Background: an optimization exercise with open tools, aiming at small area, a short achievable clock period and few clock cycles per item. Do not read the settings as production practice.
Function was checked by simulation only, so behaviour that the tests miss may differ from the original.

### flow/config.mk
export PLATFORM = sky130hd
export DESIGN_NAME = piccolo128_dec
export DESIGN_NICKNAME = piccolo128_dec
export VERILOG_FILES = /design/flow/design.v
export SDC_FILE = /design/flow/constraint.sdc
export NUM_CORES = 4
export LEC_CHECK = 0
export ABC_AREA = 1
export CAP_MARGIN = 20
export CORE_MARGIN = 2
export CORE_UTILIZATION = 40
export SETUP_SLACK_MARGIN = 3.0
export SLEW_MARGIN = 20
### flow/constraint.sdc
create_clock -name core_clock -period 6.0 [get_ports {clk}]
set_input_delay 1.2000 -clock core_clock [delete_from_list [all_inputs] [get_ports {clk}]]
set_output_delay 1.2000 -clock core_clock [all_outputs]
set_load 0.01 [all_outputs]
### flow/design.v
`default_nettype none
package piccolo_pkg;
  function automatic logic [3:0] sbox(input logic [3:0] x);
    logic t0, t1, t2, t3;
    t0 = x[0] ^ ~(x[2] | x[3]);
    t3 = x[3] ^ ~(x[1] | x[2]);
    t2 = x[2] ^ ~(t0 | x[1]);
    t1 = x[1] ^ ~(t0 | t3);
    sbox = {t0, t3, ~t2, t1};
  endfunction
  function automatic logic [3:0] mul2(input logic [3:0] a);
    mul2 = {a[2:0], 1'b0} ^ (a[3] ? 4'h3 : 4'h0);
  endfunction
  function automatic logic [3:0] mul3(input logic [3:0] a);
    mul3 = mul2(a) ^ a;
  endfunction
  function automatic logic [15:0] mix_m(input logic [15:0] a);
    logic [3:0] a0, a1, a2, a3, d0, d1, d2, d3;
    a0 = a[15:12]; a1 = a[11:8]; a2 = a[7:4]; a3 = a[3:0];
    d0 = a0 ^ a1; d1 = a1 ^ a2; d2 = a2 ^ a3; d3 = a3 ^ a0;
    mix_m = {mul2(d0) ^ (a1 ^ d2),
             mul2(d1) ^ (a2 ^ d3),
             mul2(d2) ^ (a3 ^ d0),
             mul2(d3) ^ (a0 ^ d1)};
  endfunction
  function automatic logic [15:0] f_func(input logic [15:0] v);
    logic [15:0] a, m;
    a = {sbox(v[15:12]), sbox(v[11:8]), sbox(v[7:4]), sbox(v[3:0])};
    m = mix_m(a);
    f_func = {sbox(m[15:12]), sbox(m[11:8]), sbox(m[7:4]), sbox(m[3:0])};
  endfunction
  function automatic logic [31:0] con128(input logic [4:0] c);
    con128 = {c, 5'd0, c, 2'b00, c, 5'd0, c} ^ 32'h6547a98b;
  endfunction
  localparam logic [31:0] KS_E1 = 32'h53ac53ac;
  localparam logic [31:0] KS_E0 = 32'hc53ac53a;
  localparam logic [31:0] KS_O1 = 32'hac6ac6ac;
  localparam logic [31:0] KS_O0 = 32'h6ac6ac6a;
  function automatic logic [3:0] ksel(input logic [4:0] c);
    ksel = {KS_E1[c], KS_E0[c], KS_O1[c], KS_O0[c]};
  endfunction
  function automatic logic [63:0] rp_inv(input logic [63:0] v);
    rp_inv = {v[15:8], v[39:32], v[63:56], v[23:16], v[47:40], v[7:0], v[31:24], v[55:48]};
  endfunction
  function automatic logic [63:0] rp(input logic [63:0] v);
    rp = {v[47:40], v[7:0], v[31:24], v[55:48], v[15:8], v[39:32], v[63:56], v[23:16]};
  endfunction
endpackage
`default_nettype wire
`default_nettype none
module piccolo_round
(
  input  logic [63:0] x,
  input  logic [15:0] rk0,
  input  logic [15:0] rk1,
  output logic [63:0] y
);
  assign y = {x[63:48], x[47:32] ^ piccolo_pkg::f_func(x[63:48]) ^ rk0,
              x[31:16], x[15:0]  ^ piccolo_pkg::f_func(x[31:16]) ^ rk1};
endmodule
`default_nettype wire
`default_nettype none
module piccolo128_dec
(
  input  logic         clk,
  input  logic         reset,
  input  logic         start,
  input  logic [127:0] keyin,
  input  logic [63:0]  ciphertext,
  output logic         busy,
  output logic         done,
  output logic [63:0]  plaintext
);
  logic [127:0] r_key;
  logic [63:0]  r_s;
  logic [4:0]   r_c;           
  logic [15:0]  w_kin [8];
  logic [15:0]  w_k   [8];
  logic [3:0]   w_ksel;
  logic [31:0]  w_con;
  logic [15:0]  w_rk0, w_rk1;
  logic [63:0]  w_rnd, w_wk;
  always_comb begin
    for (int j = 0; j < 8; j++) begin
      w_kin[j] = keyin[127-16*j -: 16];
      w_k[j]   = r_key[127-16*j -: 16];
    end
  end
  assign w_ksel = piccolo_pkg::ksel(r_c);
  assign w_con  = piccolo_pkg::con128(r_c);
  assign w_rk0  = w_k[{w_ksel[3:2], 1'b0}] ^ w_con[31:16];
  assign w_rk1  = w_k[{w_ksel[1:0], 1'b1}] ^ w_con[15:0];
  piccolo_round u_round (
    .x   (r_s),
    .rk0 (w_rk0),
    .rk1 (w_rk1),
    .y   (w_rnd)
  );
  assign w_wk = (r_c == 5'd1) ?
                {w_k[0][15:8], w_k[1][7:0], 16'h0, w_k[1][15:8], w_k[0][7:0], 16'h0} : 64'h0;
  assign plaintext = piccolo_pkg::rp(r_s);
  always_ff @(posedge clk) begin
    if (!busy) begin
      r_key <= keyin;
      r_s   <= ciphertext ^ {w_kin[4][15:8], w_kin[7][7:0], 16'h0,
                             w_kin[7][15:8], w_kin[4][7:0], 16'h0};
      r_c   <= 5'd31;
    end else begin
      r_s   <= piccolo_pkg::rp_inv(w_rnd ^ w_wk);
      r_c   <= r_c - 5'd1;
    end
  end
  always_ff @(posedge clk) begin
    if (reset) begin
      busy <= 1'b0;
      done <= 1'b0;
    end else begin
      done <= busy && (r_c == 5'd1);
      if (!busy) busy <= start && !done;
      else if (r_c == 5'd1) busy <= 1'b0;
    end
  end
endmodule
`default_nettype wire
### flow/flow/run.sh
#!/bin/bash
# Standard ORFS layout, except that the port buffers are the smallest
# buffer cell instead of the delay buffer buffer_ports picks on its own.
set -euo pipefail
export BUFFER_PORTS_ARGS="-buffer_cell sky130_fd_sc_hd__buf_1"
bash standard.sh > standard_flow.log 2>&1
### flow/standard.sh
#!/bin/bash
# synth_recipe.tcl (not shown) runs the flow's synth.tcl, then flattens the netlist and writes it again
# the make line also repeats each setting of config.mk as NAME=value (left out here)
make -C /OpenROAD-flow-scripts/flow DESIGN_CONFIG=/design/flow/config.mk WORK_HOME=/design/flow/orfs CLKGATE_MAP_FILE= SYNTH_SCRIPT=/design/flow/synth_recipe.tcl "${@:-finish}"
==> results.sh, run 1 <==
export IMPL_finalHoldWorstSlack_ps=475
export IMPL_design_die_area_sq_um=31700
export IMPL_cp_max_fo=6
export IMPL_synthesis_nets=1692
export IMPL_synth_cell_type_count=49
export IMPL_cp_start_kind="flip-flop"
export IMPL_synth_xor_area_share_pct=14.4
export IMPL_antennaDiodeCount=0
export IMPL_timing_final_crit_share_pct=48.3
export IMPL_fin_area_sq_um=14300
export IMPL_setup_viol=0
export IMPL_syn_mean_instance_area_sq_um=8.10
export IMPL_syn_to_final_growth_pct=18.3
export IMPL_dr_first_iter_drc_count=1141
export IMPL_hp_class="flip-flop to flip-flop"
export IMPL_place_area_sq_um=13400
export IMPL_chipWidth_um=178
export IMPL_drive_gt1_share_pct=10.3
export IMPL_async_flop_share_pct=0
export IMPL_via_per_inst=5.15
export IMPL_r2r_cells=20
export IMPL_htreeDepth=4
export IMPL_crit_arrival_ps=3230
export IMPL_fmax_mhz=345
export IMPL_worst_endpoint_required_ps=6330
export IMPL_r2r_slack_ps=3100
export IMPL_track_usage_pct=26.9
export IMPL_setup_slack_ps=3100
export IMPL_globalRouteMet3Util_pct=2.96
export IMPL_reg2reg_from="r_s[26]"
export IMPL_syn_inst=1495
export IMPL_finalSetupTns_ps=0
export IMPL_synth_seq_cells=199
export IMPL_yosys_area_share_simple_pct=30.2
export IMPL_grt_pass1_wl_um=61800
export IMPL_place_hpwl_um=33400
export IMPL_min_to="r_c[0]"
export IMPL_wl_per_cell_um=19.7
export IMPL_ys_seq_area_share_pct=43.5
export IMPL_pin_count=261
export IMPL_drc=0
export IMPL_synth_top_family_by_area="simple AND/OR/NAND/NOR gates"
export IMPL_numCtsBuffers=17
export IMPL_use_met2_pct=45.0
export IMPL_final_common_cell="nand2_1"
export IMPL_dp_worst_setup_slack_ps=1920
export IMPL_hold_path_cell_count=1
export IMPL_gp_congestion=0.946
export IMPL_ant_nets=0
export IMPL_die_height_um=178
export IMPL_grt_overflow=0
export IMPL_clk_latency_ps=450
export IMPL_synth_edf_count=128
export IMPL_hold_viol=0
export IMPL_maxSlewHeadroom_pct=36.7
export IMPL_cts_clk_slew_worst_paths_ps=80
export IMPL_firstDrtPassIters=5
export IMPL_rows=63
export IMPL_maxCapViolations=0
export IMPL_cts_tree="done"
export IMPL_fp_coreArea_sq_um=29700
export IMPL_r2r_end="r_s[56]"
export IMPL_clockBufferDepth=2
export IMPL_antenna_found_initial=1
export IMPL_grt_pass1_vias=10200
export IMPL_finClkSkew_ps=11.4
export IMPL_busiest_layer="met2"
export IMPL_drv_slew=0
export IMPL_num_vias=11200
export IMPL_clock_sinks=199
export IMPL_layout_common_cells="nand2_1 (525), buf_1 (260), nand3_1 (168)"
export IMPL_grt_max_degree=150
export IMPL_rsz0062_at_grt="true"
export IMPL_finalWirelength_um=42700
export IMPL_synth_ff_type="edfxtp_1"
export IMPL_critPathKind="flip-flop to flip-flop"
export IMPL_cts_root_buf="clkbuf_16"
export IMPL_netlist_area_sq_um=12100
export IMPL_endpoint_kind="flip-flop"
export IMPL_worstMarginPinSlew_ps=950
export IMPL_io_buffers=260
export IMPL_met1_usage_pct=36.6
export IMPL_hp_start="r_c[0]"
export IMPL_synthMuxAreaShare_pct=0
export IMPL_status="timing/DRC/antenna clean"
export IMPL_ys_warn_count=4
export IMPL_synth_compound_area_share_pct=6.43
export IMPL_yosys_area_share_adder_pct=0.207
export IMPL_period_needed_ps=2900
export IMPL_start_util_pct=40.7
export IMPL_nets=1963
==> how the worst max path moves through the flow <==
stage          startpoint  endpoint  slack (ps)  cells past startpoint
6_report          r_s[26]   r_s[56]        3100                     20
5_1_grt           r_s[29]   r_s[56]        2860                     19
4_1_cts           r_s[23]   r_s[56]        3030                     19
2_1_floorplan        busy  r_key[0]        3350                      2
3_5_place_dp       r_c[0]   r_s[62]        1920                     14
3_3_place_gp       r_c[0]   r_s[62]        1970                     14
==> layout make-up <==
cell class	count	area, sq um
tap	390	488
inverter	118	453
clock inverter	14	205
multi-input combinational	1145	6280
timing repair buffer	285	1180
fill	2950	15400
sequential	199	5290
clock buffer	18	439
==> cell usage after synthesis (all sizes together) (2+ instances only) <==
cell      n  area share (%)
buf      20             1.1
clkbuf   15            0.46
xnor2    59             4.9
nand2   566              19
o211ai    3            0.19
o22ai     6            0.31
ha        2            0.21
edfxtp  128              32
clkinv    2           0.062
o21ai   104             4.6
nor2     54             2.4
or2      16            0.85
o21bai    3            0.22
inv     116             3.6
dfxtp    71              12
nand3b    4            0.25
xor2    113             9.1
nand3   172             7.2
nand4    14            0.72
a21oi    17            0.76
a21o      3            0.19
==> sequential cells by signal (all words and copies together) (netlist names) <==
name / count
r_key: 128
r_s: 64
r_c: 5
busy: 1
done: 1
==> what timing repair did <==
item                                    in CTS  in global routing
hold buffers                                 0                  0
endpoints found under the setup margin      31                 39
gates resized for setup                     11                 16
setup buffers                               14                  8
gates cloned                                 1                  1
pin swaps                                    6                  5
==> per-layer routing <==
layer | up-vias | wire length [um]
met4 | 2 | 1230
met3 | 62 | 2420
li1 | 5398 | -
met2 | 423 | 20200
met5 | - | 18
met1 | 5290 | 18800
==> kinds of logic (layout without fill, tap and decap cells) <==
group | count (synthesis) | in the layout
XOR/XNOR | 174 | 174
AO/OA/AOI/OAI | 138 | 140
buffers and inverters | 153 | 435
adder cells (fa/ha/maj) | 2 | 2
flip-flops | 199 | 199
AND/OR/NAND/NOR | 829 | 829
==> per-stage QoR <==
stage	util [%]	std cells
floorplan	-	1495
global placement	45.1	2113
detailed placement	45.1	2113
CTS	47.8	2160
global route	48.2	2169
finish	48.2	2169
==> critical path, stage by stage, from the launching register on <==
cell	delay, ps
dfxtp_2	400
inv_1	190
nand2_1	100
nand2_1	80
nand3_1	70
nand2_1	220
inv_1	120
nand2_1	80
nand2_1	90
nand2_1	70
nand2_1	160
inv_1	140
nand2_1	60
nand2_1	50
nand2_1	160
nor2_1	250
nand3_1	140
nand2_1	80
nand2_1	50
nand3_1	200
nand2_1	90
Testbench counts, summed over its fixed seeds: cycles 8,440, blocks 256.
==> inputs of run 2 (changes only) <==
--- a/flow/config.mk
+++ b/flow/config.mk
@@ -5,9 +5,8 @@
 export SDC_FILE = /design/flow/constraint.sdc
 export NUM_CORES = 4
 export LEC_CHECK = 0
-export ABC_AREA = 1
 export CAP_MARGIN = 20
 export CORE_MARGIN = 2
-export CORE_UTILIZATION = 40
+export CORE_UTILIZATION = 60
 export SETUP_SLACK_MARGIN = 3.0
 export SLEW_MARGIN = 20
==> results.sh, run 2 <==
export IMPL_clockBufferDepth=2
export IMPL_wl_per_cell_um=21.4
export IMPL_clk_latency_ps=450
export IMPL_dr_first_iter_drc_count=586
export IMPL_finClkSkew_ps=14.1
export IMPL_endpoint_kind="output pin"
export IMPL_fmax_mhz=345
export IMPL_synth_edf_count=128
export IMPL_startpoint="busy"
export IMPL_firstDrtPassIters=5
export IMPL_synth_area_leaders="edfxtp_1 (34%), dfxtp_1 (12%), xnor2_1 (11%), xor2_1 (7.6%), xnor3_1 (3.5%)"
export IMPL_gp_congestion=0.854
export IMPL_period_needed_ps=2900
export IMPL_start_util_pct=61.3
export IMPL_max_stage_delay_ps=660
export IMPL_rsz0062_at_grt="true"
export IMPL_crit_path_top_delay_cell="dfxtp_4"
export IMPL_drive_gt1_share_pct=16.1
export IMPL_synth_ff_type="edfxtp_1"
export IMPL_maxCapViolations=0
export IMPL_nets=1423
export IMPL_cp_start_kind="flip-flop"
export IMPL_htreeDepth=4
export IMPL_cts_clk_slew_worst_paths_ps=90
export IMPL_critPathKind="flip-flop to output pin"
export IMPL_finalSetupTns_ps=0
export IMPL_crit_arrival_ps=1700
export IMPL_ys_seq_area_share_pct=46.0
export IMPL_final_common_cell="buf_1"
export IMPL_netlist_area_sq_um=11500
export IMPL_hp_start="done"
export IMPL_fp_coreArea_sq_um=18700
export IMPL_drc=0
export IMPL_async_flop_share_pct=0
export IMPL_place_hpwl_um=22100
export IMPL_cts_hold_buf=0
export IMPL_grt_max_degree=86
export IMPL_cts_root_buf="clkbuf_16"
export IMPL_wl_met2_um=15500
export IMPL_grt_pass1_wl_um=45500
export IMPL_antenna_found_initial=0
export IMPL_drv_slew=0
export IMPL_clock_sinks=199
export IMPL_synth_seq_cells=199
export IMPL_cts_tree="done"
export IMPL_cp_max_fo=54
export IMPL_synth_top_area_cell="edfxtp_1"
export IMPL_reg2reg_from="r_s[22]"
export IMPL_syn_to_final_growth_pct=18.6
export IMPL_yosysTopAreaCellShare_pct=33.5
export IMPL_die_height_um=142
export IMPL_worst_endpoint_required_ps=4800
export IMPL_post_route_util_pct=72.6
export IMPL_setup_viol=0
export IMPL_ant_nets=0
export IMPL_hold_viol=0
export IMPL_cp_cell_sequence="buf_8 -> buf_1"
export IMPL_synth_cell_type_count=72
export IMPL_antennaDiodeCount=0
export IMPL_crit_buf_inv=2
export IMPL_via_per_inst=5.59
export IMPL_crit_family="flip-flops"
export IMPL_syn_inst=989
export IMPL_status="timing/DRC/antenna clean"
export IMPL_numCtsBuffers=17
export IMPL_finalWirelength_um=31500
export IMPL_wl_met3_um=1750
export IMPL_regMostFlops="r_key"
export IMPL_chipWidth_um=142
export IMPL_worstMarginPinSlew_ps=1060
export IMPL_wl_met1_um=13600
export IMPL_grt_pass1_vias=7778
export IMPL_hp_class="flip-flop to flip-flop"
export IMPL_routed_top_layer="met4"
export IMPL_timing_final_crit_share_pct=48.4
export IMPL_top_regs="r_key: 128 flops, r_s: 64 flops, r_c: 5 flops"
export IMPL_n_fill_cell=1419
export IMPL_finalHoldWorstSlack_ps=593
export IMPL_maxSlewHeadroom_pct=29.3
export IMPL_ys_top_cells_by_count="xnor2_1 (138), edfxtp_1 (128), xor2_1 (99)"
export IMPL_largest_reg_flops=128
export IMPL_num_vias=8238
export IMPL_grt_overflow=0
export IMPL_rows=50
export IMPL_track_usage_pct=30.9
export IMPL_syn_mean_instance_area_sq_um=11.6
export IMPL_synthMostInstantiatedCell="xnor2_1"
export IMPL_ys_warn_count=4
export IMPL_design_die_area_sq_um=20200
export IMPL_io_buffers=260
export IMPL_pin_count=261
export IMPL_synthesis_nets=1186
export IMPL_layout_common_cells="buf_1 (260), edfxtp_1 (128), xnor2_1 (122)"
## run 2: cell count changes after synthesis, moves of 47 or more
cell and delta:
a21oi_1 +47, nor2_1 +58, inv_1 -92, o21ai_0 -60, xnor2_1 +88, nand2_1 -444
nand3_1 -167
## run 2: cell families after synthesis
logic type / synth area share [%]
XOR/XNOR: 25.2
AO/OA/AOI/OAI: 8.75
adder cells (fa/ha/maj): 0.841
buffers and inverters: 3.27
flip-flops: 46.0
multiplexers: 7.85
AND/OR/NAND/NOR: 8.16
## run 2: area by class of cell
class,count,area (sq um),area share (%)
multi-input cells,717,6140,45.2
well taps,234,293,2.16
inverters,13,53.8,0.396
clock inverters,15,194,1.43
repair buffers,278,1140,8.43
flip-flops and latches,199,5330,39.3
clock buffers,17,425,3.13
## run 2: through the flow
| stage | instances | setup WS, ps | area [sq um] |
|---|---|---|---|
| 6_report | 1473 | 3100 | 13600 |
| 4_1_cts | 1462 | 3010 | 13300 |
| 3_5_place_dp | 1427 | 2380 | 12500 |
| 5_1_grt | 1473 | 2950 | 13600 |
| 3_3_place_gp | 1427 | 2510 | 12500 |
| 2_1_floorplan | 989 | 3020 | 11500 |
## run 2: worst reg2reg max path: cells and delay by family, from the launching register on
family | cells | cell delay, ps
AO/OA/AOI/OAI | 3 | 440
XOR/XNOR | 4 | 1150
flip-flops | 1 | 450
multiplexers | 1 | 380
AND/OR/NAND/NOR | 1 | 330
## run 2: path summary, 6_finish.rpt
kind                            cells past startpoint  slack, ps      end
worst max register to register                      9       3110  r_s[60]
worst min register to register                      3        590     busy
worst max-delay path                                2       3100     busy
worst min-delay path                                3        590     busy
## run 2: what timing repair did
item,in CTS,in global routing
gates resized for setup,36,42
pin swaps,2,5
buffers inserted,1,10
gates cloned,2,1
endpoints found under the setup margin,31,23
## run 2: layer usage
layer,track usage [%],up-vias
met1,41.4,3985
met5,0,-
met2,51.8,328
li1,-,3885
met4,9.74,0
met3,4.98,40
==> inputs of run 3 (changes only) <==
--- a/flow/config.mk
+++ b/flow/config.mk
@@ -5,8 +5,9 @@
 export SDC_FILE = /design/flow/constraint.sdc
 export NUM_CORES = 4
 export LEC_CHECK = 0
+export ABC_AREA = 1
 export CAP_MARGIN = 20
 export CORE_MARGIN = 2
-export CORE_UTILIZATION = 60
-export SETUP_SLACK_MARGIN = 3.0
+export CORE_UTILIZATION = 40
+export SETUP_SLACK_MARGIN = 3.8
 export SLEW_MARGIN = 20
==> results.sh, run 3 <==
export IMPL_status="timing/DRC/antenna clean"
export IMPL_cts_clk_slew_worst_paths_ps=80
export IMPL_largest_reg_flops=128
export IMPL_drv_slew=0
export IMPL_cp_max_fo=8
export IMPL_finalWirelength_um=46400
export IMPL_setup_slack_ps=3550
export IMPL_drc=0
export IMPL_synth_cell_type_count=49
export IMPL_firstDrtPassIters=6
export IMPL_synth_edf_count=128
export IMPL_via_per_inst=5.22
export IMPL_grt_overflow=0
export IMPL_chipWidth_um=178
export IMPL_period_needed_ps=2450
export IMPL_start_util_pct=40.7
export IMPL_ant_nets=0
export IMPL_worst_endpoint_required_ps=6340
export IMPL_post_route_util_pct=59.8
export IMPL_nets=2102
export IMPL_hold_viol=0
export IMPL_grt_pass1_wl_um=66300
export IMPL_num_vias=12000
export IMPL_maxCapViolations=0
export IMPL_io_buffers=260
export IMPL_r2r_cells=16
export IMPL_hold_path_cell_count=3
export IMPL_yosysTopAreaCellShare_pct=31.7
export IMPL_clock_sinks=199
export IMPL_final_common_cell="nand2_1"
export IMPL_fmax_mhz=408
export IMPL_syn_to_final_growth_pct=46.8
export IMPL_synthMostInstantiatedCell="nand2_1"
export IMPL_layout_common_cells="nand2_1 (392), buf_1 (198), edfxtp_1 (128)"
export IMPL_dr_first_iter_drc_count=1048
export IMPL_finalSetupTns_ps=0
export IMPL_endpoint_kind="flip-flop"
export IMPL_synth_seq_cells=199
export IMPL_clockBufferDepth=2
export IMPL_netlist_area_sq_um=12100
export IMPL_drive_gt1_share_pct=37.6
export IMPL_setup_viol=0
export IMPL_clk_latency_ps=450
export IMPL_ys_top_cells_by_count="nand2_1 (526), nand3_1 (170), edfxtp_1 (128)"
export IMPL_track_usage_pct=28.6
export IMPL_antenna_found_initial=2
export IMPL_hp_class="flip-flop to flip-flop"
export IMPL_top_regs="r_key: 128 flops, r_s: 64 flops, r_c: 5 flops"
export IMPL_timing_final_crit_share_pct=40.8
export IMPL_numCtsBuffers=17
export IMPL_syn_inst=1495
export IMPL_wl_per_cell_um=20.1
export IMPL_crit_arrival_ps=2790
export IMPL_synth_area_leaders="edfxtp_1 (32%), nand2_1 (16%), dfxtp_1 (12%), xor2_1 (7.3%), nand3_1 (7.0%)"
export IMPL_rsz0062_at_grt="true"
export IMPL_async_flop_share_pct=0
export IMPL_synth_ff_type="edfxtp_1"
export IMPL_grt_max_degree=121
export IMPL_ys_seq_area_share_pct=43.5
export IMPL_fp_coreArea_sq_um=29700
export IMPL_gp_congestion=0.956
export IMPL_critPathKind="flip-flop to flip-flop"
export IMPL_ys_warn_count=4
export IMPL_syn_mean_instance_area_sq_um=8.10
export IMPL_grt_pass1_vias=11200
export IMPL_finalHoldWorstSlack_ps=607
export IMPL_synth_top_area_cell="edfxtp_1"
export IMPL_regMostFlops="r_key"
export IMPL_dp_worst_setup_slack_ps=2210
export IMPL_antennaDiodeCount=0
export IMPL_synthesis_nets=1692
export IMPL_cp_start_kind="flip-flop"
export IMPL_worstMarginPinSlew_ps=745
export IMPL_finClkSkew_ps=8.48
export IMPL_cts_root_buf="clkbuf_16"
export IMPL_design_die_area_sq_um=31700
export IMPL_rows=63
export IMPL_pin_count=261
export IMPL_htreeDepth=4
export IMPL_die_height_um=178
export IMPL_maxSlewHeadroom_pct=50.4
export IMPL_cts_tree="done"
export IMPL_place_hpwl_um=32800
[run 3: cell types whose count changed in the layout (fill, tap and decap cells not counted), moves of 50 or more]
| cell | delta |
|---|---|
| a21oi_1 | -56 |
| buf_1 | -62 |
| buf_4 | +108 |
| buf_6 | +50 |
| inv_1 | +75 |
| nand2_1 | +310 |
| nand2_2 | +117 |
| nand2_4 | +54 |
| nand3_1 | +115 |
| nor2_1 | -68 |
| xnor2_1 | -87 |
[run 3: path summary, 6_finish.rpt]
path | from | slack (ps) | end
setup / recovery | r_c[0] | 3550 | r_s[16]
hold / removal | done | 610 | busy
setup reg to reg | r_c[0] | 3550 | r_s[16]
hold reg to reg | done | 610 | busy
[run 3: area by class of cell]
class / count / area, sq um
Clock inverter: 13 / 108
Tap cell: 390 / 488
Timing Repair Buffer: 422 / 2810
Multi-Input combinational cell: 1147 / 7970
Sequential cell: 199 / 5460
Clock buffer: 19 / 464
Fill cell: 2577 / 11900
Inverter: 118 / 477
[run 3: cell families (layout without fill, tap and decap cells)]
kind of cell | count (synthesis) | in the layout | share of synthesized area (%)
flip-flops | 199 | 199 | 43.5
buffers and inverters | 153 | 572 | 5.27
XOR/XNOR | 174 | 174 | 14.4
adder cells (fa/ha/maj) | 2 | 2 | 0.207
AND/OR/NAND/NOR | 829 | 832 | 30.2
AO/OA/AOI/OAI | 138 | 139 | 6.43
[run 3: critical path, stage by stage, from the launching register on]
cell      delay, ps
dfxtp_4         370
inv_4            40
ha_4            290
inv_4            50
o211ai_1        230
nand2_1         150
nand2_4         140
nand2_8         100
nor2_4          240
nand2_1         100
nand2_2          90
o21ai_1          80
nand2_2         120
xor2_1          150
nand2_1          70
nand3_1          80
nand2_1          50
[run 3: routing by layer]
metal  part of all wire, %  vias up  GRT usage [%]
met2                    45      609           45.2
met1                    41     5646           38.2
met4                   4.4        2           11.5
met3                   8.9      106           5.86
li1                      -     5681              -
met5                 0.032        -              0
[run 3: what timing repair did]
action,in CTS,in global routing
setup buffers,116,40
gates resized for setup,413,239
endpoints found under the setup margin,180,104
hold buffers,0,0
gates cloned,7,0
pin swaps,94,110
[run 3: through the flow]
stage	cells	instance area (sq um)
global placement	2113	13500
global route	2308	17800
finish	2308	17800
floorplan	1495	12200
detailed placement	2113	13500
CTS	2268	16600
==> inputs of run 4 (changes only) <==
--- a/flow/config.mk
+++ b/flow/config.mk
@@ -9,5 +9,5 @@
 export CAP_MARGIN = 20
 export CORE_MARGIN = 2
 export CORE_UTILIZATION = 40
-export SETUP_SLACK_MARGIN = 3.8
+export SETUP_SLACK_MARGIN = 3.5
 export SLEW_MARGIN = 20
==> results.sh, run 4 <==
export IMPL_yosys_area_share_adder_pct=0.207
export IMPL_synth_top_family_by_area="simple AND/OR/NAND/NOR gates"
export IMPL_r2r_cells=14
export IMPL_synth_seq_cells=199
export IMPL_rows=63
export IMPL_pin_count=261
export IMPL_start_util_pct=40.7
export IMPL_post_route_util_pct=51.9
export IMPL_hp_start="r_c[3]"
export IMPL_n_fill_cell=2793
export IMPL_numCtsBuffers=17
export IMPL_dp_cells=2113
export IMPL_ys_top_cells_by_count="nand2_1 (526), nand3_1 (170), edfxtp_1 (128)"
export IMPL_netlist_area_sq_um=12100
export IMPL_synth_ff_type="edfxtp_1"
export IMPL_synth_compound_area_share_pct=6.43
export IMPL_final_common_cell="nand2_1"
export IMPL_design_die_area_sq_um=31700
export IMPL_antennaDiodeCount=0
export IMPL_final_cells=2213
export IMPL_setup_viol=0
export IMPL_r2r_slack_ps=3460
export IMPL_worstMarginPinSlew_ps=789
export IMPL_timing_final_crit_share_pct=42.3
export IMPL_nets=2007
export IMPL_critPathKind="flip-flop to flip-flop"
export IMPL_drv_slew=0
export IMPL_clock_sinks=199
export IMPL_endpoint_kind="flip-flop"
export IMPL_ys_seq_area_share_pct=43.5
export IMPL_num_vias=11400
export IMPL_synth_cell_type_count=49
export IMPL_cts_root_buf="clkbuf_16"
export IMPL_maxSlewHeadroom_pct=47.4
export IMPL_clockBufferDepth=2
export IMPL_yosys_area_share_simple_pct=30.2
export IMPL_cts_clk_slew_worst_paths_ps=80
export IMPL_place_area_sq_um=13400
export IMPL_syn_mean_instance_area_sq_um=8.10
export IMPL_worst_endpoint_required_ps=6350
export IMPL_regMostFlops="r_key"
export IMPL_ys_warn_count=4
export IMPL_largest_reg_flops=128
export IMPL_rsz0062_at_grt="true"
export IMPL_firstDrtPassIters=6
export IMPL_dp_worst_setup_slack_ps=2070
export IMPL_async_flop_share_pct=0
export IMPL_hold_viol=0
export IMPL_fp_coreArea_sq_um=29700
export IMPL_antenna_found_initial=0
export IMPL_clk_latency_ps=450
export IMPL_status="timing/DRC/antenna clean"
export IMPL_cp_max_fo=7
export IMPL_r2r_end="r_s[62]"
export IMPL_finalHoldWorstSlack_ps=601
export IMPL_drive_gt1_share_pct=19.6
export IMPL_wl_per_cell_um=19.4
export IMPL_period_needed_ps=2540
export IMPL_synth_edf_count=128
export IMPL_crit_arrival_ps=2890
export IMPL_synthMostInstantiatedCell="nand2_1"
export IMPL_hp_class="flip-flop to flip-flop"
export IMPL_finalWirelength_um=43000
export IMPL_io_buffers=260
export IMPL_synth_xor_area_share_pct=14.4
export IMPL_setup_slack_ps=3460
export IMPL_maxCapViolations=0
export IMPL_cts_tree="done"
export IMPL_ant_nets=0
export IMPL_finalSetupTns_ps=0
export IMPL_top_regs="r_key: 128 flops, r_s: 64 flops, r_c: 5 flops"
export IMPL_grt_max_degree=132
export IMPL_die_height_um=178
export IMPL_place_hpwl_um=32800
export IMPL_grt_overflow=0
export IMPL_hold_path_cell_count=1
export IMPL_synth_top_area_cell="edfxtp_1"
export IMPL_yosysTopAreaCellShare_pct=31.7
export IMPL_synthMuxAreaShare_pct=0
export IMPL_syn_to_final_growth_pct=27.5
export IMPL_gp_congestion=0.939
export IMPL_htreeDepth=4
export IMPL_dr_first_iter_drc_count=963
export IMPL_fin_area_sq_um=15400
export IMPL_track_usage_pct=26.5
export IMPL_min_to="r_c[3]"
export IMPL_layout_common_cells="nand2_1 (488), buf_1 (260), nand3_1 (151)"
export IMPL_grt_pass1_wl_um=61200
export IMPL_syn_inst=1495
export IMPL_synthesis_nets=1692
export IMPL_cp_start_kind="flip-flop"
export IMPL_fmax_mhz=394
export IMPL_synth_area_leaders="edfxtp_1 (32%), nand2_1 (16%), dfxtp_1 (12%), xor2_1 (7.3%), nand3_1 (7.0%)"
export IMPL_via_per_inst=5.15
export IMPL_grt_pass1_vias=10300
export IMPL_drc=0
export IMPL_chipWidth_um=178
export IMPL_cts_hold_buf=0
export IMPL_finClkSkew_ps=11.7
export IMPL_reg2reg_from="r_s[22]"
==> run 4: final cells by class <==
type / instances / area (sq um) / area share (%)
multi-input cells: 1146 / 6900 / 44.7
flip-flops and latches: 199 / 5370 / 34.8
repair buffers: 328 / 1620 / 10.5
clock buffers: 21 / 493 / 3.19
well taps: 390 / 488 / 3.16
inverters: 118 / 462 / 2.99
clock inverters: 11 / 101 / 0.657
==> run 4: what timing repair did <==
action,CTS,global route
pin swaps,23,54
setup endpoints to repair,71,32
resized for setup,94,141
buffers inserted,26,38
cloned,3,1
==> run 4: logic make-up after synthesis <==
logic type               after synthesis
AND/OR/NAND/NOR                      829
flip-flops                           199
XOR/XNOR                             174
buffers and inverters                153
AO/OA/AOI/OAI                        138
adder cells (fa/ha/maj)                2
==> run 4: worst max-delay path: stages, from the launching register on <==
cell     delay [ps]
dfxtp_4         410
nor2_4          180
xor2_1          320
nand2_1         120
nand2_1         140
nand2_1          90
nand3_1         140
nand2_2         120
inv_1           150
nand3_1         170
nand2_1         120
nand2_1          70
nand2_1          80
nand3_2         170
o21ai_0         140
==> run 4: worst max path at each step <==
stage	start	to	slack, ps
3_5_place_dp	r_c[0]	r_s[62]	2070
6_report	r_s[22]	r_s[62]	3460
4_1_cts	r_c[0]	r_s[62]	3460
5_1_grt	r_c[0]	r_s[61]	3370
3_3_place_gp	r_c[1]	r_s[62]	2050
2_1_floorplan	r_c[0]	r_s[63]	3650
==> run 4: metal layers <==
| layer | vias up | GRT usage [%] | part of all wire, % |
|---|---|---|---|
| met4 | 0 | 10.3 | 3.4 |
| met3 | 62 | 3.32 | 5.8 |
| met1 | 5396 | 35.7 | 43 |
| met5 | - | 0 | 0 |
| li1 | 5505 | - | - |
| met2 | 432 | 43.6 | 48 |
==> inputs of run 5 (changes only) <==
--- a/flow/config.mk
+++ b/flow/config.mk
@@ -5,9 +5,8 @@
 export SDC_FILE = /design/flow/constraint.sdc
 export NUM_CORES = 4
 export LEC_CHECK = 0
-export ABC_AREA = 1
 export CAP_MARGIN = 20
 export CORE_MARGIN = 2
 export CORE_UTILIZATION = 40
-export SETUP_SLACK_MARGIN = 3.5
+export SETUP_SLACK_MARGIN = 3.25
 export SLEW_MARGIN = 20
==> results.sh, run 5 <==
export IMPL_io_buffers=260
export IMPL_maxCapViolations=0
export IMPL_setup_slack_ps=3330
export IMPL_syn_inst=989
export IMPL_endpoint_kind="flip-flop"
export IMPL_drv_slew=0
export IMPL_synthMuxAreaShare_pct=7.85
export IMPL_netlist_area_sq_um=11500
export IMPL_regMostFlops="r_key"
export IMPL_cts_tree="done"
export IMPL_finClkSkew_ps=9.94
export IMPL_wl_per_cell_um=19.9
export IMPL_cts_root_buf="clkbuf_16"
export IMPL_yosysTopAreaCellShare_pct=33.5
export IMPL_synth_cell_type_count=72
export IMPL_clk_latency_ps=440
export IMPL_antenna_found_initial=0
export IMPL_finalWirelength_um=33500
export IMPL_final_cells=1680
export IMPL_timing_final_crit_share_pct=44.5
export IMPL_period_needed_ps=2670
export IMPL_cp_max_fo=8
export IMPL_rows=61
export IMPL_ys_warn_count=4
export IMPL_track_usage_pct=21.9
export IMPL_final_common_cell="buf_1"
export IMPL_syn_to_final_growth_pct=28.2
export IMPL_cts_clk_slew_worst_paths_ps=80
export IMPL_synth_area_leaders="edfxtp_1 (34%), dfxtp_1 (12%), xnor2_1 (11%), xor2_1 (7.6%), xnor3_1 (3.5%)"
export IMPL_synth_top_area_cell="edfxtp_1"
export IMPL_maxSlewHeadroom_pct=42.7
export IMPL_clock_sinks=199
export IMPL_place_hpwl_um=23500
export IMPL_start_util_pct=40.9
export IMPL_ant_nets=0
export IMPL_worstMarginPinSlew_ps=859
export IMPL_r2r_slack_ps=3330
export IMPL_design_die_area_sq_um=30000
export IMPL_pin_count=261
export IMPL_hp_class="flip-flop to flip-flop"
export IMPL_dp_cells=1570
export IMPL_worst_endpoint_required_ps=6310
export IMPL_synthesis_nets=1186
export IMPL_top_regs="r_key: 128 flops, r_s: 64 flops, r_c: 5 flops"
export IMPL_async_flop_share_pct=0
export IMPL_rsz0062_at_grt="true"
export IMPL_htreeDepth=4
export IMPL_synth_ff_type="edfxtp_1"
export IMPL_ys_seq_area_share_pct=46.0
export IMPL_numCtsBuffers=17
export IMPL_setup_viol=0
export IMPL_ys_top_cells_by_count="xnor2_1 (138), edfxtp_1 (128), xor2_1 (99)"
export IMPL_synth_compound_area_share_pct=8.75
export IMPL_synth_top_family_by_area="XOR/XNOR gates"
export IMPL_gp_congestion=0.850
export IMPL_dp_worst_setup_slack_ps=2550
export IMPL_firstDrtPassIters=5
export IMPL_crit_arrival_ps=2980
export IMPL_clockBufferDepth=2
export IMPL_fp_coreArea_sq_um=28000
export IMPL_syn_mean_instance_area_sq_um=11.6
export IMPL_cp_start_kind="flip-flop"
export IMPL_via_per_inst=5.02
export IMPL_fmax_mhz=374
export IMPL_synth_edf_count=128
export IMPL_nets=1486
export IMPL_grt_max_degree=99
export IMPL_hold_viol=0
export IMPL_grt_pass1_wl_um=49000
export IMPL_drc=0
export IMPL_finalSetupTns_ps=0
export IMPL_chipWidth_um=173
export IMPL_synth_xor_area_share_pct=25.2
export IMPL_synthMostInstantiatedCell="xnor2_1"
export IMPL_layout_common_cells="buf_1 (260), edfxtp_1 (128), xnor2_1 (106)"
export IMPL_drive_gt1_share_pct=23.8
export IMPL_yosys_area_share_adder_pct=0.841
export IMPL_dr_first_iter_drc_count=600
export IMPL_antennaDiodeCount=0
export IMPL_largest_reg_flops=128
export IMPL_status="timing/DRC/antenna clean"
export IMPL_grt_overflow=0
export IMPL_synth_seq_cells=199
export IMPL_grt_pass1_vias=8329
export IMPL_die_height_um=173
export IMPL_yosys_area_share_simple_pct=8.16
export IMPL_num_vias=8426
export IMPL_critPathKind="flip-flop to flip-flop"
[run 5: stage by stage]
stage / utilization, % / instance area [sq um] / hold WS [ps]
global placement: 45.3 / 12700 / 545
CTS: 49.6 / 13900 / 619
finish: 52.4 / 14700 / 602
detailed placement: 45.3 / 12700 / 553
floorplan: - / 11500 / 529
global route: 52.4 / 14700 / 626
[run 5: final timing paths]
kind,cells past startpoint,from,endpoint
max,12,r_c[0],r_s[60]
min,2,r_c[2],r_c[2]
max reg2reg,12,r_c[0],r_s[60]
min reg2reg,2,r_c[2],r_c[2]
[run 5: routing by layer]
| layer | GRT usage [%] | vias up | wire (um) |
|---|---|---|---|
| met2 | 36.1 | 296 | 16100 |
| met3 | 4.41 | 48 | 1860 |
| li1 | - | 4019 | - |
| met5 | 0 | - | 0 |
| met1 | 28.5 | 4063 | 14400 |
| met4 | 8.37 | 0 | 1090 |
[run 5: logic make-up (layout without fill, tap and decap cells)]
| kind of cell | count (synthesis) | after routing |
|---|---|---|
| simple gates | 219 | 219 |
| xor+xnor | 277 | 277 |
| mux | 65 | 65 |
| buf+inv | 76 | 386 |
| flops | 199 | 199 |
| compound gates | 144 | 147 |
| fa+ha+maj | 9 | 9 |
[run 5: timing repair]
item | in CTS | in global routing
endpoints found under the hold margin | 0 | 0
endpoints found under the setup margin | 32 | 27
pin swaps | 18 | 33
setup buffers | 26 | 49
hold buffers | 0 | 0
gates resized for setup | 94 | 74
gates cloned | 3 | 0
[run 5: worst max-delay path, stage by stage, from the launching register on]
cell and delay [ps]:
dfxtp_4 360, inv_2 50, ha_4 240, mux2_2 260
a32o_2 290, a211o_4 400, buf_12 180, buf_4 130
mux2i_1 140, o21ai_1 90, xnor2_1 190, xnor2_1 140
o21ai_1 70
[run 5: final cells by class]
cell class	instances	area, sq um
Inverter	13	53.8
Clock inverter	14	166
Sequential cell	199	5380
Multi-Input combinational cell	717	6520
Tap cell	378	473
Clock buffer	18	429
Timing Repair Buffer	341	1660
Fill cell	2535	13300
==> inputs of run 6 (changes only) <==
--- a/flow/config.mk
+++ b/flow/config.mk
@@ -8,5 +8,7 @@
 export CAP_MARGIN = 20
 export CORE_MARGIN = 2
 export CORE_UTILIZATION = 40
+export CTS_BUF_LIST = sky130_fd_sc_hd__clkbuf_16
+export CTS_CLUSTER_SIZE = 50
 export SETUP_SLACK_MARGIN = 3.25
 export SLEW_MARGIN = 20
==> results.sh, run 6 <==
export IMPL_status="timing/DRC/antenna clean"
export IMPL_critPathKind="flip-flop to flip-flop"
export IMPL_antenna_found_initial=0
export IMPL_worst_endpoint_required_ps=6310
export IMPL_synthesis_nets=1186
export IMPL_drv_slew=0
export IMPL_crit_arrival_ps=2990
export IMPL_ant_nets=0
export IMPL_finalWirelength_um=33500
export IMPL_setup_viol=0
export IMPL_clk_latency_ps=440
export IMPL_largest_reg_flops=128
export IMPL_yosysTopAreaCellShare_pct=33.5
export IMPL_cp_start_kind="flip-flop"
export IMPL_synth_edf_count=128
export IMPL_finalSetupTns_ps=0
export IMPL_nets=1486
export IMPL_wl_met3_um=1860
export IMPL_timing_final_crit_share_pct=44.5
export IMPL_regMostFlops="r_key"
export IMPL_firstDrtPassIters=5
export IMPL_wl_met1_um=14400
export IMPL_via_per_inst=5.03
export IMPL_maxSlewHeadroom_pct=42.7
export IMPL_finalHoldWorstSlack_ps=604
export IMPL_track_usage_pct=21.9
export IMPL_maxCapViolations=0
export IMPL_reg2reg_from="r_c[0]"
export IMPL_startpoint="r_c[0]"
export IMPL_synth_ff_type="edfxtp_1"
export IMPL_pin_count=261
export IMPL_chipWidth_um=173
export IMPL_start_util_pct=40.9
export IMPL_layout_common_cells="buf_1 (260), edfxtp_1 (128), xnor2_1 (106)"
export IMPL_design_die_area_sq_um=30000
export IMPL_worstMarginPinSlew_ps=859
export IMPL_cp_max_fo=8
export IMPL_ys_warn_count=4
export IMPL_gp_congestion=0.850
export IMPL_endpoint_kind="flip-flop"
export IMPL_io_buffers=260
export IMPL_rows=61
export IMPL_cts_root_buf="clkbuf_16"
export IMPL_die_height_um=173
export IMPL_grt_max_degree=99
export IMPL_place_hpwl_um=23500
export IMPL_post_route_util_pct=52.4
export IMPL_ys_top_cells_by_count="xnor2_1 (138), edfxtp_1 (128), xor2_1 (99)"
export IMPL_fp_coreArea_sq_um=28000
export IMPL_top_regs="r_key: 128 flops, r_s: 64 flops, r_c: 5 flops"
export IMPL_synth_area_leaders="edfxtp_1 (34%), dfxtp_1 (12%), xnor2_1 (11%), xor2_1 (7.6%), xnor3_1 (3.5%)"
export IMPL_syn_to_final_growth_pct=28.2
export IMPL_cts_hold_buf=0
export IMPL_period_needed_ps=2670
export IMPL_ys_seq_area_share_pct=46.0
export IMPL_fmax_mhz=374
export IMPL_htreeDepth=4
export IMPL_hold_viol=0
export IMPL_wl_met2_um=16200
export IMPL_hp_class="flip-flop to flip-flop"
export IMPL_num_vias=8447
export IMPL_final_common_cell="buf_1"
export IMPL_wl_per_cell_um=19.9
export IMPL_clockBufferDepth=2
export IMPL_finClkSkew_ps=9.95
export IMPL_syn_mean_instance_area_sq_um=11.6
export IMPL_hp_start="r_c[2]"
export IMPL_numCtsBuffers=17
export IMPL_grt_pass1_vias=8329
export IMPL_synth_top_area_cell="edfxtp_1"
export IMPL_routed_top_layer="met4"
export IMPL_antennaDiodeCount=0
export IMPL_rsz0062_at_grt="true"
export IMPL_drive_gt1_share_pct=23.8
export IMPL_cts_clk_slew_worst_paths_ps=80
export IMPL_synth_cell_type_count=72
export IMPL_cts_tree="done"
export IMPL_synthMostInstantiatedCell="xnor2_1"
export IMPL_grt_pass1_wl_um=49000
export IMPL_dr_first_iter_drc_count=592
export IMPL_async_flop_share_pct=0
export IMPL_grt_overflow=0
export IMPL_clock_sinks=199
export IMPL_synth_seq_cells=199
export IMPL_syn_inst=989
export IMPL_netlist_area_sq_um=11500
export IMPL_drc=0
-- run 6: layout make-up --
type	instances	area, sq um
clock buffers	17	425
fillers	2535	13300
repair buffers	341	1660
well taps	378	473
inverters	13	53.8
clock inverters	15	170
multi-input cells	717	6520
flip-flops and latches	199	5380
-- run 6: per-layer routing --
layer / GRT usage [%] / up-vias
met3: 4.41 / 46
met2: 36.1 / 305
met4: 8.37 / 0
li1: - / 4023
met1: 28.5 / 4073
met5: 0 / -
-- run 6: worst max-delay path, cell delays in order (launching register included) --
cell,delay [ps]
dfxtp_4,360
inv_2,50
ha_4,240
mux2_2,260
a32o_2,290
a211o_4,400
buf_12,180
buf_4,130
mux2i_1,140
o21ai_1,90
xnor2_1,190
xnor2_1,140
o21ai_1,70
-- run 6: worst paths after layout --
kind / end / slack, ps / cells after the start
min reg2reg: r_c[2] / 600 / 2
max: r_s[60] / 3330 / 12
min: r_c[2] / 600 / 2
max reg2reg: r_s[60] / 3330 / 12
-- run 6: kinds of logic (layout without fill, tap and decap cells) --
group	count (synthesis)	after routing	share of synthesized area [%]
xor+xnor	277	277	25.2
flops	199	199	46.0
mux	65	65	7.85
simple gates	219	219	8.16
compound gates	144	147	8.75
buf+inv	76	386	3.27
fa+ha+maj	9	9	0.841
-- run 6: metrics by stage --
step           std cells  setup WS, ps  instance area (sq um)
6_report            1680          3330                  14700
4_1_cts             1631          3230                  13900
5_1_grt             1680          3190                  14700
3_5_place_dp        1570          2550                  12700
2_1_floorplan        989          3250                  11500
3_3_place_gp        1570          2630                  12700
-- run 6: timing repair --
action | CTS | global route
setup buffers | 26 | 49
gates resized for setup | 94 | 74
endpoints found under the setup margin | 32 | 27
pin swaps | 18 | 33
hold endpoints to repair | 0 | 0
gates cloned | 3 | 0
==> inputs of run 7 (changes only) <==
--- a/flow/config.mk
+++ b/flow/config.mk
@@ -8,7 +8,6 @@
 export CAP_MARGIN = 20
 export CORE_MARGIN = 2
 export CORE_UTILIZATION = 40
-export CTS_BUF_LIST = sky130_fd_sc_hd__clkbuf_16
-export CTS_CLUSTER_SIZE = 50
-export SETUP_SLACK_MARGIN = 3.25
+export CTS_BUF_LIST = sky130_fd_sc_hd__clkbuf_8
+export SETUP_SLACK_MARGIN = 3.4
 export SLEW_MARGIN = 20
==> results.sh, run 7 <==
export IMPL_status="timing/DRC/antenna clean"
export IMPL_wl_per_cell_um=20.9
export IMPL_drc=0
export IMPL_r2r_slack_ps=3260
export IMPL_cp_max_fo=8
export IMPL_cts_hold_buf=0
export IMPL_fp_coreArea_sq_um=28000
export IMPL_worst_endpoint_required_ps=6340
export IMPL_ys_warn_count=4
export IMPL_synth_area_leaders="edfxtp_1 (34%), dfxtp_1 (12%), xnor2_1 (11%), xor2_1 (7.6%), xnor3_1 (3.5%)"
export IMPL_grt_max_degree=121
export IMPL_io_buffers=260
export IMPL_maxCapViolations=0
export IMPL_track_usage_pct=23.1
export IMPL_hold_path_cell_count=3
export IMPL_rows=61
export IMPL_design_die_area_sq_um=30000
export IMPL_pin_count=261
export IMPL_place_hpwl_um=24200
export IMPL_grt_pass1_wl_um=51600
export IMPL_clock_sinks=199
export IMPL_numCtsBuffers=17
export IMPL_ant_nets=0
export IMPL_htreeDepth=4
export IMPL_synth_seq_cells=199
export IMPL_die_height_um=173
export IMPL_antenna_found_initial=2
export IMPL_use_met2_pct=39.0
export IMPL_grt_overflow=0
export IMPL_cts_tree="done"
export IMPL_via_per_inst=5.04
export IMPL_cts_root_buf="clkbuf_8"
export IMPL_hp_class="flip-flop to flip-flop"
export IMPL_hold_viol=0
export IMPL_clk_latency_ps=480
export IMPL_clockBufferDepth=2
export IMPL_setup_slack_ps=3260
export IMPL_period_needed_ps=2740
export IMPL_largest_reg_flops=128
export IMPL_gp_congestion=0.854
export IMPL_crit_arrival_ps=3090
export IMPL_worstMarginPinSlew_ps=1150
export IMPL_dp_worst_setup_slack_ps=2360
export IMPL_start_util_pct=40.9
export IMPL_synth_top_area_cell="edfxtp_1"
export IMPL_synthesis_nets=1186
export IMPL_setup_viol=0
export IMPL_num_vias=8698
export IMPL_timing_final_crit_share_pct=45.7
export IMPL_syn_to_final_growth_pct=33.4
export IMPL_ys_seq_area_share_pct=46.0
export IMPL_syn_mean_instance_area_sq_um=11.6
export IMPL_critPathKind="flip-flop to flip-flop"
export IMPL_cts_clk_slew_worst_paths_ps=120
export IMPL_chipWidth_um=173
export IMPL_met1_usage_pct=30.1
export IMPL_synthMostInstantiatedCell="xnor2_1"
export IMPL_top_regs="r_key: 128 flops, r_s: 64 flops, r_c: 5 flops"
export IMPL_syn_inst=989
export IMPL_fmax_mhz=365
export IMPL_globalRouteMet3Util_pct=4.54
export IMPL_dr_first_iter_drc_count=468
export IMPL_cp_start_kind="flip-flop"
export IMPL_nets=1531
export IMPL_r2r_cells=11
export IMPL_final_common_cell="buf_1"
export IMPL_drive_gt1_share_pct=29.5
export IMPL_layout_common_cells="buf_1 (260), edfxtp_1 (128), buf_4 (106)"
export IMPL_grt_pass1_vias=8597
export IMPL_finalSetupTns_ps=0
export IMPL_regMostFlops="r_key"
export IMPL_rsz0062_at_grt="true"
export IMPL_finClkSkew_ps=21.3
export IMPL_synth_ff_type="edfxtp_1"
export IMPL_async_flop_share_pct=0
export IMPL_synth_edf_count=128
export IMPL_synth_cell_type_count=72
export IMPL_ys_top_cells_by_count="xnor2_1 (138), edfxtp_1 (128), xor2_1 (99)"
export IMPL_busiest_layer="met2"
export IMPL_firstDrtPassIters=5
export IMPL_maxSlewHeadroom_pct=23.1
export IMPL_drv_slew=0
export IMPL_netlist_area_sq_um=11500
export IMPL_yosysTopAreaCellShare_pct=33.5
export IMPL_finalWirelength_um=36100
export IMPL_endpoint_kind="flip-flop"
run 7: cell counts after synthesis:
Identical to the previous run, type by type.
run 7: final cells by class:
cell class / instances / area (sq um)
Fill cell: 2481 / 12700
Timing Repair Buffer: 387 / 2100
Multi-Input combinational cell: 716 / 6880
Sequential cell: 199 / 5390
Antenna cell: 1 / 2.50
Clock buffer: 18 / 248
Clock inverter: 14 / 139
Tap cell: 378 / 473
Inverter: 13 / 58.8
run 7: layer usage:
| layer | vias to the layer above | routed length [um] |
|---|---|---|
| li1 | 4106 | - |
| met1 | 4238 | 15200 |
| met2 | 326 | 17900 |
| met3 | 26 | 2160 |
| met4 | 2 | 726 |
| met5 | - | 16 |
run 7: cells by family after synthesis:
| group | share of synthesized area, % |
|---|---|
| AO/OA/AOI/OAI | 8.75 |
| XOR/XNOR | 25.2 |
| adder cells (fa/ha/maj) | 0.841 |
| buffers and inverters | 3.27 |
| flip-flops | 46.0 |
| multiplexers | 7.85 |
| AND/OR/NAND/NOR | 8.16 |
run 7: worst max-delay path: stages (launching register included):
cell and delay, ps:
dfxtp_4 380, inv_4 40, ha_4 230, mux2_4 250, a32o_2 270, a211o_4 420, mux2_4 330, nand2_2 70
o21ai_2 70, xnor2_2 280, xnor2_2 190, o21ai_1 80
run 7: what timing repair did:
| action | CTS | global route |
|---|---|---|
| endpoints found under the hold margin | 0 | 0 |
| gates cloned | 2 | 0 |
| buffers inserted | 81 | 41 |
| pin swaps | 50 | 57 |
| endpoints found under the setup margin | 41 | 32 |
| resized for setup | 159 | 64 |
run 7: path summary, 6_finish.rpt:
| kind | endpoint | start |
|---|---|---|
| max | r_s[57] | r_c[0] |
| min | busy | done |
| max reg2reg | r_s[57] | r_c[0] |
| min reg2reg | busy | done |
run 7: per-stage QoR:
stage	area, sq um	hold WS [ps]	util [%]	cells
after floorplan	11600	538	-	989
after global placement	12800	554	45.5	1569
after detailed placement	12800	568	45.5	1569
after CTS	14600	588	52.1	1684
after global routing	15300	612	54.5	1725
final	15300	574	54.6	1726
==> inputs of run 8 (changes only) <==
--- a/flow/config.mk
+++ b/flow/config.mk
@@ -9,5 +9,6 @@
 export CORE_MARGIN = 2
 export CORE_UTILIZATION = 40
 export CTS_BUF_LIST = sky130_fd_sc_hd__clkbuf_8
-export SETUP_SLACK_MARGIN = 3.4
+export PLACE_DENSITY = 0.75
+export SETUP_SLACK_MARGIN = 3.25
 export SLEW_MARGIN = 20
==> results.sh, run 8 <==
export IMPL_period_needed_ps=2750
export IMPL_numCtsBuffers=17
export IMPL_synthMostInstantiatedCell="xnor2_1"
export IMPL_hold_path_cell_count=3
export IMPL_drive_gt1_share_pct=22.4
export IMPL_antennaDiodeCount=0
export IMPL_synth_area_leaders="edfxtp_1 (34%), dfxtp_1 (12%), xnor2_1 (11%), xor2_1 (7.6%), xnor3_1 (3.5%)"
export IMPL_finalWirelength_um=34400
export IMPL_fp_coreArea_sq_um=28000
export IMPL_endpoint_kind="flip-flop"
export IMPL_fmax_mhz=364
export IMPL_crit_arrival_ps=3140
export IMPL_die_height_um=173
export IMPL_finalHoldWorstSlack_ps=584
export IMPL_reg2reg_from="r_c[1]"
export IMPL_io_buffers=260
export IMPL_finalSetupTns_ps=0
export IMPL_dr_first_iter_drc_count=718
export IMPL_multi_input_area_sq_um=6360
export IMPL_synth_cell_type_count=72
export IMPL_synth_seq_cells=199
export IMPL_largest_reg_flops=128
export IMPL_netlist_area_sq_um=11500
export IMPL_r2r_end="r_s[56]"
export IMPL_yosysTopAreaCellShare_pct=33.5
export IMPL_drc=0
export IMPL_timing_final_crit_share_pct=45.8
export IMPL_clock_sinks=199
export IMPL_maxSlewHeadroom_pct=41.9
export IMPL_htreeDepth=4
export IMPL_rsz0062_at_grt="true"
export IMPL_min_to="busy"
export IMPL_final_common_cell="buf_1"
export IMPL_track_usage_pct=22.3
export IMPL_worst_endpoint_required_ps=6390
export IMPL_grt_max_degree=69
export IMPL_crit_path_top_delay_cell="a211o_4"
export IMPL_hp_start="done"
export IMPL_ys_top_cells_by_count="xnor2_1 (138), edfxtp_1 (128), xor2_1 (99)"
export IMPL_cp_cell_sequence="inv_2 -> ha_4 -> mux2_4 -> a32o_2 -> a211o_4 -> mux2i_1 -> mux2i_1 -> xnor2_1 -> nand2_1 -> o311a_1"
export IMPL_synth_ff_type="edfxtp_1"
export IMPL_setup_viol=0
export IMPL_gp_congestion=0.883
export IMPL_grt_pass1_wl_um=49700
export IMPL_layout_common_cells="buf_1 (260), edfxtp_1 (128), xnor2_1 (108)"
export IMPL_rows=61
export IMPL_cts_root_buf="clkbuf_8"
export IMPL_cp_max_fo=8
export IMPL_syn_to_final_growth_pct=24.4
export IMPL_via_per_inst=5.14
export IMPL_top_regs="r_key: 128 flops, r_s: 64 flops, r_c: 5 flops"
export IMPL_r2r_cells=10
export IMPL_nets=1479
export IMPL_hold_viol=0
export IMPL_ant_nets=0
export IMPL_cp_start_kind="flip-flop"
export IMPL_hp_class="flip-flop to flip-flop"
export IMPL_synth_edf_count=128
export IMPL_async_flop_share_pct=0
export IMPL_ys_warn_count=4
export IMPL_cts_hold_buf=0
export IMPL_n_fill_cell=2520
export IMPL_synth_top_area_cell="edfxtp_1"
export IMPL_clockBufferDepth=2
export IMPL_drv_slew=0
export IMPL_finClkSkew_ps=15.3
export IMPL_grt_overflow=0
export IMPL_status="timing/DRC/antenna clean"
export IMPL_worstMarginPinSlew_ps=872
export IMPL_final_seq_area_sq_um=5390
export IMPL_cpMostUsedCell="mux2i_1"
export IMPL_max_stage_delay_ps=420
export IMPL_regMostFlops="r_key"
export IMPL_r2r_slack_ps=3250
export IMPL_clk_latency_ps=510
export IMPL_antenna_found_initial=0
export IMPL_maxCapViolations=0
export IMPL_firstDrtPassIters=5
export IMPL_start_util_pct=40.9
export IMPL_syn_inst=989
export IMPL_cts_tree="done"
export IMPL_critPathKind="flip-flop to flip-flop"
export IMPL_wl_per_cell_um=20.5
export IMPL_synthesis_nets=1186
export IMPL_pin_count=261
export IMPL_chipWidth_um=173
export IMPL_grt_pass1_vias=8457
export IMPL_cts_clk_slew_worst_paths_ps=110
export IMPL_place_hpwl_um=24100
export IMPL_num_vias=8593
export IMPL_syn_mean_instance_area_sq_um=11.6
export IMPL_design_die_area_sq_um=30000
export IMPL_ys_seq_area_share_pct=46.0
==> run 8: cell counts after synthesis <==
No cell type changed its count.
==> run 8: how the worst max path moves through the flow <==
stage | from | endpoint | slack (ps) | cells after the start
finish | r_c[1] | r_s[56] | 3250 | 10
detailed placement | r_c[1] | r_s[63] | 2410 | 11
CTS | r_c[0] | r_s[63] | 3220 | 11
global placement | r_c[1] | r_s[63] | 2500 | 11
floorplan | r_c[0] | r_s[62] | 3250 | 14
global route | r_s[26] | r_s[57] | 3130 | 9
==> run 8: per-stage QoR <==
step	util (%)	setup slack [ps]	instance area (sq um)	instances
2_1_floorplan	-	3250	11500	989
4_1_cts	48.7	3220	13600	1628
5_1_grt	50.9	3130	14200	1673
3_3_place_gp	45.3	2500	12700	1572
3_5_place_dp	45.3	2410	12700	1572
6_report	50.9	3250	14200	1673
==> run 8: cell families (layout without fill, tap and decap cells) <==
group / Yosys count / after routing / share of synthesized area [%]
xor+xnor: 277 / 277 / 25.2
simple gates: 219 / 219 / 8.16
flops: 199 / 199 / 46.0
compound gates: 144 / 146 / 8.75
buf+inv: 76 / 380 / 3.27
mux: 65 / 65 / 7.85
fa+ha+maj: 9 / 9 / 0.841
==> run 8: critical path, delay by kind of cell (launching register included) <==
family / cells / cell delay [ps]
buffers and inverters: 1 / 50
multiplexers: 3 / 520
flip-flops: 1 / 360
adder cells (fa/ha/maj): 1 / 250
AO/OA/AOI/OAI: 3 / 1090
XOR/XNOR: 1 / 270
AND/OR/NAND/NOR: 1 / 90
==> run 8: area by class of cell <==
class | count | share of cell area, %
timing repair buffer | 335 | 11.1
multi-input combinational | 716 | 44.6
clock buffer | 18 | 1.74
tap | 378 | 3.32
inverter | 13 | 0.395
sequential | 199 | 37.8
clock inverter | 14 | 1.07
==> run 8: what timing repair did <==
| item | 4_1_cts | 5_1_grt |
|---|---|---|
| resized for setup | 90 | 50 |
| endpoints found under the setup margin | 32 | 26 |
| cloned | 2 | 0 |
| setup buffers | 22 | 45 |
| pin swaps | 22 | 29 |
==> run 8: layer usage <==
metal / GRT usage, % / up-vias / wire length [um]
li1: - / 3986 / -
met4: 7.17 / 0 / 794
met1: 29.0 / 4178 / 14100
met3: 4.63 / 39 / 2530
met2: 37.3 / 390 / 16900
met5: 0 / - / 0

[re-timing with driven ports]
In the flow no input, the clock included, has a driving cell. The finished layouts below were timed again as built, in two steps.
Step 1 (the two cells are an assumption about what drives the block):
set clk [get_ports {clk}]
set_driving_cell -lib_cell sky130_fd_sc_hd__clkbuf_16 $clk
set_driving_cell -lib_cell sky130_fd_sc_hd__buf_2 [delete_from_list [all_inputs] $clk]
Step 2 moves the port delays by t, midway between the first and last clock arrival at a register: inputs arrive t later, outputs are due t later. That takes back most of the time a late clock gives input paths.
Slacks: ideal ports / drivers / drivers and shift; pairs: ideal ports / drivers.
run	shift t [ns]	setup WS [ns]	worst setup path at the end	worst register clock-pin slew, ns	worst data-port slew with drivers (ns)
run 1	0.499	3.101 / 3.101 / 3.101	register to register	0.09 / 0.09	0.08
run 2	0.495	3.097 / 3.048 / 3.106	register to register	0.09 / 0.09	0.05
run 3	0.494	3.549 / 3.549 / 3.549	register to register	0.08 / 0.08	0.05
run 4	0.492	3.461 / 3.461 / 3.461	register to register	0.08 / 0.08	0.06
run 5	0.486	3.328 / 3.328 / 3.328	register to register	0.08 / 0.08	0.04
run 6	0.486	3.327 / 3.327 / 3.327	register to register	0.08 / 0.08	0.04
run 7	0.510	3.257 / 3.257 / 3.257	register to register	0.12 / 0.12	0.09
run 8	0.544	3.252 / 3.252 / 3.252	register to register	0.12 / 0.12	0.05
After both steps setup and hold are still met in every run listed.
